From an optimization exercise on the open Yosys and OpenROAD flow, aimed at small area, a short achievable clock period and few clock cycles per item; shortcuts taken in it are not production practice. Where RTL was checked, it was by simulation tests only, not by an equivalence proof against the original. Power and IR drop assume default switching activity.

## branch pepper
==> flow/design.v <==
module mlp_sequencer #(
   parameter int N1        = 98,
   parameter int N2        = 10,
   parameter int W_K       = 4,
   parameter int W_X       = 8,
   parameter int W_OUT     = 16,
   parameter int ACT_SHIFT = 4,
   parameter int OUT_SHIFT = 8
) (
   input  logic                         clk,
   input  logic                         rstn,
   input  logic                         s_valid,
   output logic                         s_ready,
   input  logic [W_X-1:0]               s_data,
   output logic                         m_valid,
   input  logic                         m_ready,
   output logic [W_OUT-1:0]             m_data,
   output logic                         busy,
   output logic [1:0]                   w_sel,
   output logic [$clog2(N2+1)-1:0]      w_neuron,
   output logic [$clog2(N1/2+1)-1:0]    w_idx,
   input  logic [W_K-1:0]               w_data,
   output logic [W_K-1:0]               tanh_idx,
   input  logic [W_OUT-1:0]             tanh_data
);
   localparam int HALF   = N1 / 2;
   localparam int NEU_W  = $clog2(N2 + 1);
   localparam int IDX_W  = $clog2(N1 / 2 + 1);
   localparam int ACC1_W = W_X + W_K + $clog2(N1 + 2) - 1;    
   localparam int ACC2_W = W_OUT + W_K + $clog2(N2 + 1) - 1;  
   localparam int XW     = (W_OUT > W_X) ? W_OUT : W_X;
   localparam int TAP    = 2;    
   localparam logic signed [ACC1_W-1:0] T_MAX = ACC1_W'(2 ** (W_K - 1) - 1);
   localparam logic signed [ACC1_W-1:0] T_MIN = ACC1_W'(-(2 ** (W_K - 1)));
   logic                     r_l2;       
   logic                     r_act;      
   logic [3:0]               r_pcnt;     
   logic                     r_first;    
   logic [1:0]               r_sel;
   logic [NEU_W-1:0]         r_neu;      
   logic [IDX_W-1:0]         r_idx;
   logic signed [XW-1:0]     r_x;
   logic [W_K-1:0]           r_w;
   logic [W_K-1:0]           r_t;
   logic signed [ACC2_W-1:0] r_acc2;
   logic                     r_m_valid;
   logic [N2*ACC1_W-1:0]     r_ring;
   logic                     r_mz, r_m2, r_men2, r_fin;
   logic                     w_bias, w_rdy, w_acc, w_last;
   logic [NEU_W-1:0]         w_neu_n;
   logic signed [ACC1_W-1:0] w_head, w_tap, w_sh;
   logic signed [ACC2_W-1:0] w_a, w_sum;
   logic [W_K-1:0]           w_t;
   assign w_head  = r_ring[ACC1_W-1:0];
   assign w_tap   = r_ring[TAP*ACC1_W +: ACC1_W];
   assign w_bias  = r_idx == IDX_W'(HALF);
   assign w_rdy   = !r_l2 && !r_act && !w_bias;
   assign w_acc   = s_valid && w_rdy;
   assign w_last  = r_pcnt == 4'd9;
   assign w_neu_n = (r_neu == NEU_W'(N2 - 1)) ? '0 : r_neu + 1'b1;
   assign s_ready  = rstn && w_rdy;
   assign busy     = rstn && !w_rdy;
   assign w_sel    = r_sel;
   assign w_neuron = r_neu;
   assign w_idx    = r_idx;
   assign tanh_idx = r_t;
   assign m_valid  = r_m_valid;
   assign m_data   = W_OUT'(r_acc2 >>> OUT_SHIFT);
   logic             b_neg0, b_one0, b_two0, b_neg1, b_one1, b_two1;
   logic [XW:0]      b_x, b_x2, b_pp0, b_pp1;
   assign b_neg0 = r_w[1];
   assign b_one0 = r_w[0];
   assign b_two0 = r_w[1] & ~r_w[0];
   assign b_neg1 = r_w[3] & ~(r_w[2] & r_w[1]);
   assign b_one1 = r_w[2] ^ r_w[1];
   assign b_two1 = (r_w[3] & ~r_w[2] & ~r_w[1]) | (~r_w[3] & r_w[2] & r_w[1]);
   assign b_x    = {r_x[XW-1], r_x};
   assign b_x2   = {r_x, 1'b0};
   assign b_pp0  = (({(XW+1){b_one0}} & b_x) | ({(XW+1){b_two0}} & b_x2)) ^ {(XW+1){b_neg0}};
   assign b_pp1  = (({(XW+1){b_one1}} & b_x) | ({(XW+1){b_two1}} & b_x2)) ^ {(XW+1){b_neg1}};
   assign w_a    = r_mz ? '0 : r_m2 ? r_acc2 : ACC2_W'(w_head);
   assign w_sum  = w_a + ACC2_W'($signed(b_pp0)) + ACC2_W'($signed({b_pp1, 2'b00}))
                 + ACC2_W'({b_neg1, 1'b0, b_neg0});
   always_comb begin
      w_sh = w_tap >>> ACT_SHIFT;
      if (w_sh > T_MAX)      w_t = W_K'(2 ** W_K - 1);
      else if (w_sh < T_MIN) w_t = '0;
      else                   w_t = W_K'(w_sh) ^ W_K'(2 ** (W_K - 1));
   end
   always_ff @(posedge clk) begin
      r_ring <= {w_sum[ACC1_W-1:0], r_ring[N2*ACC1_W-1:ACC1_W]};
      r_w    <= w_data;
      r_t    <= w_t;
      if (r_men2) r_acc2 <= w_sum;
   end
   always_ff @(posedge clk) begin
      if (!rstn) begin
         r_l2      <= 1'b0;
         r_act     <= 1'b0;
         r_pcnt    <= '0;
         r_first   <= 1'b1;
         r_sel     <= '0;
         r_neu     <= '0;
         r_idx     <= '0;
         r_x       <= '0;
         r_m_valid <= 1'b0;
         r_mz      <= 1'b1;
         r_m2      <= 1'b0;
         r_men2    <= 1'b0;
         r_fin     <= 1'b0;
      end else begin
         r_neu  <= w_neu_n;
         r_mz   <= r_l2 ? r_pcnt == 4'd0 : r_first;
         r_m2   <= r_l2 && r_pcnt != 4'd15;
         r_men2 <= r_l2 && r_pcnt != 4'd15;
         r_fin  <= r_l2 && r_pcnt == 4'd10;
         if (r_fin) r_m_valid <= 1'b1;
         else if (m_ready) r_m_valid <= 1'b0;
         if (!r_l2) begin
            if (!r_act) begin
               r_pcnt <= 4'd1;
               if (w_bias) begin
                  r_x   <= XW'(1);
                  r_act <= 1'b1;
               end else if (w_acc) begin
                  r_x <= XW'($signed(s_data));
                  if (|s_data) r_act <= 1'b1;
                  else r_idx <= r_idx + 1'b1;
               end else begin
                  r_x <= '0;
               end
            end else begin
               r_pcnt <= r_pcnt + 1'b1;
               if (w_last) begin
                  r_act   <= 1'b0;
                  r_first <= 1'b0;
                  if (!w_bias) r_idx <= r_idx + 1'b1;
                  else if (r_sel == 2'd0) begin
                     r_sel <= 2'd1;
                     r_idx <= '0;
                  end else begin
                     r_l2   <= 1'b1;
                     r_sel  <= 2'd2;
                     r_idx  <= IDX_W'(w_neu_n);
                     r_pcnt <= r_m_valid ? 4'd15 : 4'd0;
                  end
               end
            end
         end else begin
            r_idx <= IDX_W'(w_neu_n);
            if (r_pcnt == 4'd15) begin
               r_x <= '0;
               if (!r_m_valid) r_pcnt <= '0;
            end else begin
               r_pcnt <= r_pcnt + 1'b1;
               r_x    <= $signed(tanh_data);
               if (r_pcnt == 4'd9) begin
                  r_idx <= IDX_W'(N2);
               end else if (r_pcnt == 4'd10) begin
                  r_x     <= XW'(1);
                  r_l2    <= 1'b0;
                  r_first <= 1'b1;
                  r_sel   <= '0;
                  r_idx   <= '0;
               end
            end
         end
      end
   end
endmodule
export LEC_CHECK = 0
export CAP_MARGIN = 20
export CORE_MARGIN = 2
export CORE_UTILIZATION = 40
export SETUP_SLACK_MARGIN = 4.2
export SLEW_MARGIN = 20
create_clock -name core_clock -period 8.0 [get_ports {clk}]
run.sh (not shown) runs the stock make flow with config.mk's settings and CLKGATE_MAP_FILE= SYNTH_SCRIPT=/design/flow/synth_recipe.tcl, a recipe that flattens the netlist after the stock synthesis.
[inputs] branch zinc vs branch pepper
--- a/flow/design.v
+++ b/flow/design.v
@@ -38,25 +38,26 @@
    logic                     r_first;    
    logic [1:0]               r_sel;
    logic [NEU_W-1:0]         r_neu;      
    logic [IDX_W-1:0]         r_idx;
    logic signed [XW-1:0]     r_x;
-   logic [W_K-1:0]           r_w;
    logic [W_K-1:0]           r_t;
    logic signed [ACC2_W-1:0] r_acc2;
    logic                     r_m_valid;
    logic [N2*ACC1_W-1:0]     r_ring;
    logic                     r_mz, r_m2, r_men2, r_fin;
+   logic                     r_rdy;      
+   logic                     r_neg0, r_one0, r_two0, r_neg1, r_one1, r_two1;
    logic                     w_bias, w_rdy, w_acc, w_last;
    logic [NEU_W-1:0]         w_neu_n;
    logic signed [ACC1_W-1:0] w_head, w_tap, w_sh;
    logic signed [ACC2_W-1:0] w_a, w_sum;
    logic [W_K-1:0]           w_t;
    assign w_head  = r_ring[ACC1_W-1:0];
    assign w_tap   = r_ring[TAP*ACC1_W +: ACC1_W];
    assign w_bias  = r_idx == IDX_W'(HALF);
-   assign w_rdy   = !r_l2 && !r_act && !w_bias;
+   assign w_rdy   = r_rdy;
    assign w_acc   = s_valid && w_rdy;
    assign w_last  = r_pcnt == 4'd9;
    assign w_neu_n = (r_neu == NEU_W'(N2 - 1)) ? '0 : r_neu + 1'b1;
    assign s_ready  = rstn && w_rdy;
    assign busy     = rstn && !w_rdy;
@@ -66,16 +67,16 @@
    assign tanh_idx = r_t;
    assign m_valid  = r_m_valid;
    assign m_data   = W_OUT'(r_acc2 >>> OUT_SHIFT);
    logic             b_neg0, b_one0, b_two0, b_neg1, b_one1, b_two1;
    logic [XW:0]      b_x, b_x2, b_pp0, b_pp1;
-   assign b_neg0 = r_w[1];
-   assign b_one0 = r_w[0];
-   assign b_two0 = r_w[1] & ~r_w[0];
-   assign b_neg1 = r_w[3] & ~(r_w[2] & r_w[1]);
-   assign b_one1 = r_w[2] ^ r_w[1];
-   assign b_two1 = (r_w[3] & ~r_w[2] & ~r_w[1]) | (~r_w[3] & r_w[2] & r_w[1]);
+   assign b_neg0 = r_neg0;
+   assign b_one0 = r_one0;
+   assign b_two0 = r_two0;
+   assign b_neg1 = r_neg1;
+   assign b_one1 = r_one1;
+   assign b_two1 = r_two1;
    assign b_x    = {r_x[XW-1], r_x};
    assign b_x2   = {r_x, 1'b0};
    assign b_pp0  = (({(XW+1){b_one0}} & b_x) | ({(XW+1){b_two0}} & b_x2)) ^ {(XW+1){b_neg0}};
    assign b_pp1  = (({(XW+1){b_one1}} & b_x) | ({(XW+1){b_two1}} & b_x2)) ^ {(XW+1){b_neg1}};
    assign w_a    = r_mz ? '0 : r_m2 ? r_acc2 : ACC2_W'(w_head);
@@ -87,11 +88,16 @@
       else if (w_sh < T_MIN) w_t = '0;
       else                   w_t = W_K'(w_sh) ^ W_K'(2 ** (W_K - 1));
    end
    always_ff @(posedge clk) begin
       r_ring <= {w_sum[ACC1_W-1:0], r_ring[N2*ACC1_W-1:ACC1_W]};
-      r_w    <= w_data;
+      r_neg0 <= w_data[1];
+      r_one0 <= w_data[0];
+      r_two0 <= w_data[1] & ~w_data[0];
+      r_neg1 <= w_data[3] & ~(w_data[2] & w_data[1]);
+      r_one1 <= w_data[2] ^ w_data[1];
+      r_two1 <= (w_data[3] & ~w_data[2] & ~w_data[1]) | (~w_data[3] & w_data[2] & w_data[1]);
       r_t    <= w_t;
       if (r_men2) r_acc2 <= w_sum;
    end
    always_ff @(posedge clk) begin
       if (!rstn) begin
@@ -106,10 +112,11 @@
          r_m_valid <= 1'b0;
          r_mz      <= 1'b1;
          r_m2      <= 1'b0;
          r_men2    <= 1'b0;
          r_fin     <= 1'b0;
+         r_rdy     <= 1'b1;
       end else begin
          r_neu  <= w_neu_n;
          r_mz   <= r_l2 ? r_pcnt == 4'd0 : r_first;
          r_m2   <= r_l2 && r_pcnt != 4'd15;
          r_men2 <= r_l2 && r_pcnt != 4'd15;
@@ -120,26 +127,35 @@
             if (!r_act) begin
                r_pcnt <= 4'd1;
                if (w_bias) begin
                   r_x   <= XW'(1);
                   r_act <= 1'b1;
+                  r_rdy <= 1'b0;
                end else if (w_acc) begin
                   r_x <= XW'($signed(s_data));
-                  if (|s_data) r_act <= 1'b1;
-                  else r_idx <= r_idx + 1'b1;
+                  if (|s_data) begin
+                     r_act <= 1'b1;
+                     r_rdy <= 1'b0;
+                  end else begin
+                     r_idx <= r_idx + 1'b1;
+                     r_rdy <= r_idx != IDX_W'(HALF - 1);
+                  end
                end else begin
                   r_x <= '0;
                end
             end else begin
                r_pcnt <= r_pcnt + 1'b1;
                if (w_last) begin
                   r_act   <= 1'b0;
                   r_first <= 1'b0;
-                  if (!w_bias) r_idx <= r_idx + 1'b1;
-                  else if (r_sel == 2'd0) begin
+                  if (!w_bias) begin
+                     r_idx <= r_idx + 1'b1;
+                     r_rdy <= r_idx != IDX_W'(HALF - 1);
+                  end else if (r_sel == 2'd0) begin
                      r_sel <= 2'd1;
                      r_idx <= '0;
+                     r_rdy <= 1'b1;
                   end else begin
                      r_l2   <= 1'b1;
                      r_sel  <= 2'd2;
                      r_idx  <= IDX_W'(w_neu_n);
                      r_pcnt <= r_m_valid ? 4'd15 : 4'd0;
@@ -156,10 +172,11 @@
                r_x    <= $signed(tanh_data);
                if (r_pcnt == 4'd9) begin
                   r_idx <= IDX_W'(N2);
                end else if (r_pcnt == 4'd10) begin
                   r_x     <= XW'(1);
+                  r_rdy   <= 1'b1;
                   r_l2    <= 1'b0;
                   r_first <= 1'b1;
                   r_sel   <= '0;
                   r_idx   <= '0;
                end
Results
- Status | branch zinc and branch pepper | clean
- branch zinc: utilization is 2.9 points lower than what branch pepper reported.
- Gate count of the mapped netlist came out exactly the same in branch zinc and branch pepper.
- Count of non-CTS buffers in the layout: branch zinc < branch pepper
- Combinational power share: branch zinc vs branch pepper down 0.9 points
- The lower final total power of branch zinc and branch pepper is in branch pepper.
- Between branch zinc and branch pepper, the difference in clock insertion delay at the later pin of the skew report is negligible.
- The maximum clock frequency of branch zinc is lower than that of branch pepper.
- Compared branch zinc vs branch pepper, and post-synthesis sequential area ratio is up in branch zinc.
- Net switching component of the power: branch zinc vs branch pepper up 26 uW
Testbench counts of branch zinc, summed over its fixed seeds: cycles 89,494, items 96.
For branch pepper, only the layout was checked, not whether the RTL still works.

==> re-timing with driven ports <==
How much do the figures lean on ideal ports? The routed layouts below were timed once more, with nothing changed but the port constraints.
Step 1: set_driving_cell puts a clkbuf_16 on clk and a buf_2 on each other input, an assumption about the parent block.
Step 2 also shifts input and output timing later by t, the mid clock arrival at the registers, as if the neighbouring blocks saw the same clock.
Three values: no drivers, after step 1, after step 2; two values: the first two.
| run | t (ns) | setup WS [ns] | worst setup path at the end | worst register clock-pin slew, ns | worst slew at a driven data input, ns |
|---|---|---|---|---|---|
| branch pepper | 0.562 | 4.295 / 4.161 / 4.161 | input to output | 0.06 / 0.06 | 0.13 |
| branch zinc | 0.554 | 4.272 / 4.256 / 4.256 | input to output | 0.06 / 0.06 | 0.05 |
After both steps setup and hold are still met in every run listed. The setup slack of branch pepper, which loses most, moves by -0.134 ns with the drivers and by -0.134 ns with both steps.
